This is an optimization exercise on Yosys and OpenROAD, whose aim is small area, not a production implementation. In this exercise RTL edits were held to simulation tests only and were not proved equivalent to the original. Power and IR drop assume default switching activity.

== rev 12 ==
// spec_top
module spec_top (
	input  logic                             sys_clk,
	input  logic                             sys_rst,
	input  logic                             adc_flag,
	input  logic                             spec_valid,
	input  logic                             spec_sop,
	input  logic                             spec_eop,
	input  logic signed [10-1:0] spec_re,
	input  logic signed [10-1:0] spec_im,
	output logic [10-1:0]        sample_addr,
	output logic                             sink_valid,
	output logic                             sink_sop,
	output logic                             sink_eop,
	output logic                             power_valid,
	output logic [10-1:0]        power_bin,
	output logic [20-1:0]         power,
	output logic                             update_flag,
	output logic [10-1:0]        bin_a,
	output logic [10-1:0]        bin_b,
	output logic [20-1:0]         power_a,
	output logic [20-1:0]         power_b,
	output logic [10-1:0]           amp_a,
	output logic [10-1:0]           amp_b
);
For scale: roughly 1200 cells after synthesis, roughly 280 flip-flops, about 150 I/O pins, ~14000 sq um of cells after synthesis.
Settings: LEC_CHECK=0, CAP_MARGIN=20, CORE_MARGIN=2, CORE_UTILIZATION=75, CTS_BUF_LIST=sky130_fd_sc_hd__clkbuf_2 sky130_fd_sc_hd__clkbuf_4, CTS_CLUSTER_SIZE=20, PLACE_DENSITY=0.8, SLEW_MARGIN=20; clock period 10.0 ns.
run.sh (not shown) runs the stock make flow with config.mk's settings and CLKGATE_MAP_FILE= SYNTH_SCRIPT=/design/flow/synth_recipe.tcl, a recipe that flattens the netlist after the stock synthesis.
[inputs] rev 13 vs rev 12
- CORE_UTILIZATION now 70, was 75
- CTS_BUF_LIST now sky130_fd_sc_hd__clkbuf_8, was sky130_fd_sc_hd__clkbuf_2 sky130_fd_sc_hd__clkbuf_4
- CTS_CLUSTER_SIZE now 18, was 20
- CTS_CLUSTER_DIAMETER now 60, previously not set
==> flow/flow/run.sh (new file) <==
#!/bin/bash
# The standard layout, with the port buffers made of the smallest buffer cell.
set -euo pipefail
bash standard.sh BUFFER_PORTS_ARGS="-buffer_cell sky130_fd_sc_hd__buf_1" finish > standard.log 2>&1
==> flow/standard.sh (new file) <==
#!/bin/bash
# synth_recipe.tcl (not shown) runs the flow's synth.tcl, then flattens the netlist and writes it again
# the make line also repeats each setting of config.mk as NAME=value (left out here)
make -C /OpenROAD-flow-scripts/flow DESIGN_CONFIG=/design/flow/config.mk WORK_HOME=/design/flow/orfs CLKGATE_MAP_FILE= SYNTH_SCRIPT=/design/flow/synth_recipe.tcl "${@:-finish}"
removed: flow/run.sh
==> comparison <==
- Proportion of layout cells with a drive suffix above 1, rev 13 and rev 12: smaller value in rev 13
- Rev 13 finished end to end and its layout was clean on timing, DRC and antenna.
- In the tables for rev 13 and rev 12, wire length reads higher with rev 12.
- Looking at delay of the slowest cell on the worst path across rev 13 and rev 12, the one that comes out lower is rev 13.


Another version of the RTL of spec_top (not shown whole).
Size in the first run: ~1300 cells after synthesis, about 0.013 mm² of cells after synthesis.
clock: 10.0 ns
lec_check: 0
cap_margin: 20
core_margin: 2
core_utilization: 70
cts_buf_list: sky130_fd_sc_hd__clkbuf_8
cts_cluster_diameter: 50
cts_cluster_size: 16
place_density: 0.8
slew_margin: 20
standard.sh (not shown) runs the stock make flow with config.mk's settings and CLKGATE_MAP_FILE= SYNTH_SCRIPT=/design/flow/synth_recipe.tcl, a recipe that flattens the netlist after the stock synthesis.
==> flow/flow/run.sh <==
#!/bin/bash
# The standard layout with two changes:
# - after the standard synthesis, the combinational logic between the registers is
#   cleaned up: flow/polarity.py removes inverters around the full adders and
#   polarity-paired gates, and flow/resyn.tcl re-maps the rest with ABC for area.
#   Registers (cells and names) and full adders are kept as they are.
# - the port buffers are made of the smallest buffer cell.
set -euo pipefail
R=orfs/results/sky130hd/spec_top/base
LIB=$FLOW_HOME/platforms/sky130hd/lib/sky130_fd_sc_hd__tt_025C_1v80.lib
YOSYS=yosys
[[ -x $FLOW_HOME/../tools/install/yosys/bin/yosys ]] && YOSYS=$FLOW_HOME/../tools/install/yosys/bin/yosys
bash standard.sh synth > synth.log 2>&1
cp $R/1_2_yosys.v $R/1_2_yosys.standard.v
python3 flow/polarity.py $R/1_2_yosys.standard.v $R/1_2_yosys.pol1.v > polarity1.log 2>&1
LIB=$LIB IN_V=$R/1_2_yosys.pol1.v OUT_V=$R/1_2_yosys.resyn.v TOP=$FLOW_TOP STAT=resyn_stat.txt \
  $YOSYS -c flow/resyn.tcl > resyn.log 2>&1
python3 flow/polarity.py $R/1_2_yosys.resyn.v $R/1_2_yosys.v > polarity2.log 2>&1
rm -f $R/1_synth.odb $R/1_synth.sdc
bash standard.sh BUFFER_PORTS_ARGS="-buffer_cell sky130_fd_sc_hd__buf_1" finish > standard.log 2>&1
Other scripts of this flow, unchanged in this note and not shown: flow/flow/polarity.py, flow/flow/resyn.tcl
Rerun with:
--- a/flow/config.mk
+++ b/flow/config.mk
@@ -10 +10 @@
-export CORE_UTILIZATION = 70
+export CORE_UTILIZATION = 85
@@ -12,3 +12,3 @@
-export CTS_CLUSTER_DIAMETER = 50
-export CTS_CLUSTER_SIZE = 16
-export PLACE_DENSITY = 0.8
+export CTS_CLUSTER_DIAMETER = 60
+export CTS_CLUSTER_SIZE = 18
+export PLACE_DENSITY = 0.9
The new run produced a clean layout.
Total power is higher by 0.71%.
Area after synthesis is unchanged.
First-iteration DRC count went up by 110%.
Global-route usage is higher by 10 points.
Setup slack loses 110 ps.
Utilization grows by 15 points.
Via count grows by 12%.
Cell area is lower by 1.5%.
Routed wire length rose by 25%.
Sequential share of layout area grows by 0.77 points.
Cell count decreases by 3.5%.


Starting RTL as in the previous note.
## spec_top
module spec_top (
	input  logic                             sys_clk,
	input  logic                             sys_rst,
	input  logic                             adc_flag,
	input  logic                             spec_valid,
	input  logic                             spec_sop,
	input  logic                             spec_eop,
	input  logic signed [10-1:0] spec_re,
	input  logic signed [10-1:0] spec_im,
	output logic [10-1:0]        sample_addr,
	output logic                             sink_valid,
	output logic                             sink_sop,
	output logic                             sink_eop,
	output logic                             power_valid,
	output logic [10-1:0]        power_bin,
	output logic [20-1:0]         power,
	output logic                             update_flag,
	output logic [10-1:0]        bin_a,
	output logic [10-1:0]        bin_b,
	output logic [20-1:0]         power_a,
	output logic [20-1:0]         power_b,
	output logic [10-1:0]           amp_a,
	output logic [10-1:0]           amp_b
);
	fft_stream_pkg::sink_frame_t  frame;
	fft_stream_pkg::spec_bin_t    spec;
	spectrum_pkg::power_sample_t  sample;
  ...
export LEC_CHECK = 0
export CAP_MARGIN = 5
export CORE_MARGIN = 2
export CORE_UTILIZATION = 70
export CTS_BUF_LIST = sky130_fd_sc_hd__clkbuf_8
export CTS_CLUSTER_DIAMETER = 60
export CTS_CLUSTER_SIZE = 18
export PLACE_DENSITY = 0.8
export SLEW_MARGIN = 5
create_clock -name core_clock -period 10.0 [get_ports {sys_clk}]
==> flow/flow/run.sh <==
#!/bin/bash
# The standard layout with two changes:
# - after the standard synthesis, the combinational logic between the registers is
#   cleaned up: flow/polarity.py removes inverters around the full adders and
#   polarity-paired gates, and flow/resyn.tcl re-maps the rest with ABC for area.
#   Registers (cells and names), full and half adders are kept as they are.
# - the port buffers are made of the smallest buffer cell.
set -euo pipefail
R=orfs/results/sky130hd/spec_top/base
LIB=$FLOW_HOME/platforms/sky130hd/lib/sky130_fd_sc_hd__tt_025C_1v80.lib
YOSYS=yosys
[[ -x $FLOW_HOME/../tools/install/yosys/bin/yosys ]] && YOSYS=$FLOW_HOME/../tools/install/yosys/bin/yosys
bash standard.sh synth > synth.log 2>&1
cp $R/1_2_yosys.v $R/1_2_yosys.standard.v
python3 flow/polarity.py $R/1_2_yosys.standard.v $R/1_2_yosys.pol1.v > polarity1.log 2>&1
LIB=$LIB IN_V=$R/1_2_yosys.pol1.v OUT_V=$R/1_2_yosys.resyn.v TOP=$FLOW_TOP STAT=resyn_stat.txt \
  $YOSYS -c flow/resyn.tcl > resyn.log 2>&1
python3 flow/polarity.py $R/1_2_yosys.resyn.v $R/1_2_yosys.v > polarity2.log 2>&1
rm -f $R/1_synth.odb $R/1_synth.sdc
bash standard.sh BUFFER_PORTS_ARGS="-buffer_cell sky130_fd_sc_hd__buf_1" finish > standard.log 2>&1
==> flow/flow/resyn.tcl <==
# Re-map the combinational logic of the polarity-cleaned netlist for area.
# Registers, full/half adders and tie cells are kept as they are (black boxes),
# so every register keeps its cell and name.
yosys -import
set lib $::env(LIB)
read_liberty -ignore_miss_func $lib
read_verilog $::env(IN_V)
hierarchy -top $::env(TOP)
blackbox sky130_fd_sc_hd__df* sky130_fd_sc_hd__edf* sky130_fd_sc_hd__fa_* sky130_fd_sc_hd__ha_* sky130_fd_sc_hd__conb_*
flatten
opt_clean
abc -liberty $lib -dont_use *probe* -dont_use *lpflow* -dont_use *clkdly* -dont_use *dlygate* -dont_use *dlymetal* -script "+strash;dch;map,-a;mfs2;strash;dch;map,-a;mfs2;strash;dch;map,-a"
opt_clean -purge
setundef -zero
splitnets
opt_clean -purge
hilomap -singleton -hicell sky130_fd_sc_hd__conb_1 HI -locell sky130_fd_sc_hd__conb_1 LO
insbuf -buf sky130_fd_sc_hd__buf_4 A X
opt_clean -purge
check
tee -o $::env(STAT) stat -liberty $lib
write_verilog -noattr -noexpr -nohex -nodec $::env(OUT_V)
Other scripts of this flow, unchanged in this note and not shown: flow/flow/polarity.py
The baseline finished with timing, DRC and antenna clean.
Rerun with:
--- a/flow/flow/run.sh
+++ b/flow/flow/run.sh
@@ -6 +6 @@
-#   Registers (cells and names), full and half adders are kept as they are.
+#   Registers (cells and names) and full adders are kept as they are.
--- a/flow/flow/resyn.tcl
+++ b/flow/flow/resyn.tcl
@@ -2 +2 @@
-# Registers, full/half adders and tie cells are kept as they are (black boxes),
+# Registers, full adders and tie cells are kept as they are (black boxes),
@@ -9 +9 @@
-blackbox sky130_fd_sc_hd__df* sky130_fd_sc_hd__edf* sky130_fd_sc_hd__fa_* sky130_fd_sc_hd__ha_* sky130_fd_sc_hd__conb_*
+blackbox sky130_fd_sc_hd__df* sky130_fd_sc_hd__edf* sky130_fd_sc_hd__fa_* sky130_fd_sc_hd__conb_*
Settings changed: CAP_MARGIN 5 to 20, SLEW_MARGIN 5 to 20.
Outcome:
- The new run produced a clean layout
- area after synthesis is lower by 1.4%
- cell area is lower by 1.0%
- total power goes up by 3.5%
- routed wire length decreases by 0.54%
- non-clock buffer count does not change
- worst setup slack improves by 0.0065 ns
- count of clock-buffer cells in the layout is unchanged
- combinational power grows by 4.8%
- hold slack improves by 0.0038 ns
Rerun with:
--- a/flow/flow/run.sh
+++ b/flow/flow/run.sh
@@ -2 +2 @@
-# The standard layout with two changes:
+# The standard layout with three changes:
@@ -7,0 +8 @@
+# - clock tree synthesis adds no dummy loads (same settings as config.mk otherwise).
@@ -20 +21,5 @@
-bash standard.sh BUFFER_PORTS_ARGS="-buffer_cell sky130_fd_sc_hd__buf_1" finish > standard.log 2>&1
+CTS="-sink_clustering_enable -repair_clock_nets -sink_clustering_size 18 -sink_clustering_max_diameter 60"
+CTS="$CTS -buf_list sky130_fd_sc_hd__clkbuf_8 -dont_use_dummy_load"
+DU="$(make -s -C $FLOW_HOME DESIGN_CONFIG=$FLOW_CONFIG WORK_HOME=$PWD/orfs print-DONT_USE_CELLS | sed -n 's/^DONT_USE_CELLS: //p')"
+DU="$DU sky130_fd_sc_hd__buf_4 sky130_fd_sc_hd__buf_6 sky130_fd_sc_hd__buf_8 sky130_fd_sc_hd__buf_12 sky130_fd_sc_hd__buf_16"
+bash standard.sh "DONT_USE_CELLS=$DU" BUFFER_PORTS_ARGS="-buffer_cell sky130_fd_sc_hd__buf_1" "CTS_ARGS=$CTS" finish > standard.log 2>&1
The changed run went through all stages and came out clean.
Design area drops by 0.45%.
Sequential cell count does not change.
Routed wire length drops by 1.5%.
Clock power drops by 13%.
Critical path depth stays the same.
Clock-buffer cell count drops by 1.
Sequential share of layout area climbs by 0.23 points.
Synthesized cell count is unchanged.
Setup slack improved by 0.015 ns.
Power drops by 3.5%.
Register-to-register slack improved by 0.14 ns.
Rerun with:
--- a/flow/flow/run.sh
+++ b/flow/flow/run.sh
@@ -2 +2 @@
-# The standard layout with three changes:
+# The standard layout with two changes:
@@ -8 +7,0 @@
-# - clock tree synthesis adds no dummy loads (same settings as config.mk otherwise).
@@ -21,5 +20 @@
-CTS="-sink_clustering_enable -repair_clock_nets -sink_clustering_size 18 -sink_clustering_max_diameter 60"
-CTS="$CTS -buf_list sky130_fd_sc_hd__clkbuf_8 -dont_use_dummy_load"
-DU="$(make -s -C $FLOW_HOME DESIGN_CONFIG=$FLOW_CONFIG WORK_HOME=$PWD/orfs print-DONT_USE_CELLS | sed -n 's/^DONT_USE_CELLS: //p')"
-DU="$DU sky130_fd_sc_hd__buf_4 sky130_fd_sc_hd__buf_6 sky130_fd_sc_hd__buf_8 sky130_fd_sc_hd__buf_12 sky130_fd_sc_hd__buf_16"
-bash standard.sh "DONT_USE_CELLS=$DU" BUFFER_PORTS_ARGS="-buffer_cell sky130_fd_sc_hd__buf_1" "CTS_ARGS=$CTS" finish > standard.log 2>&1
+bash standard.sh BUFFER_PORTS_ARGS="-buffer_cell sky130_fd_sc_hd__buf_1" finish > standard.log 2>&1
Settings changed: CORE_UTILIZATION 70 to 55, PLACE_DENSITY 0.8 to 0.7.
Result:
- The changed run ran to the end with no violations
- setup slack loses 0.0070 ns
- total power grows by 1.6%
- sequential share of layout area drops by 0.63 points
- count of clock-buffer cells in the layout climbs by 2
- design area grows by 1.3%
- clock power came out higher by 13%
- hold slack is worse by 0.0035 ns

port drivers added, routing unchanged:
How much do the figures lean on ideal ports? The routed layouts below were timed once more, with nothing changed but the port constraints.
Step 1: set_driving_cell puts a clkbuf_16 on sys_clk and a buf_2 on each other input, an assumption about the parent block.
Step 2 also shifts input and output timing later by t, the mid clock arrival at the registers, as if the neighbouring blocks saw the same clock.
a / b / c = ideal ports / drivers / drivers and shift; a / b = the first two.
run	shift t [ns]	setup WS [ns]	cell pins on the clock port's net
rev 12	0.704	0.599 / 0.616 / -0.088	1
rev 13	0.569	0.823 / 0.842 / 0.274	1
the first run of note 2	0.585	0.598 / 0.617 / 0.032	1
the second run of note 2	0.572	0.490 / 0.507 / -0.064	1
the first run of note 3	0.560	0.584 / 0.602 / 0.042	1
the second run of note 3	0.562	0.590 / 0.609 / 0.046	1
the third run of note 3	0.552	0.605 / 0.623 / 0.071	1
the fourth run of note 3	0.570	0.598 / 0.615 / 0.045	1
With both steps, setup timing fails in rev 12 and the second run of note 2, where it was met with ideal ports. The setup slack of rev 12, which loses most, moves by +0.017 ns with the drivers and by -0.687 ns with both steps.
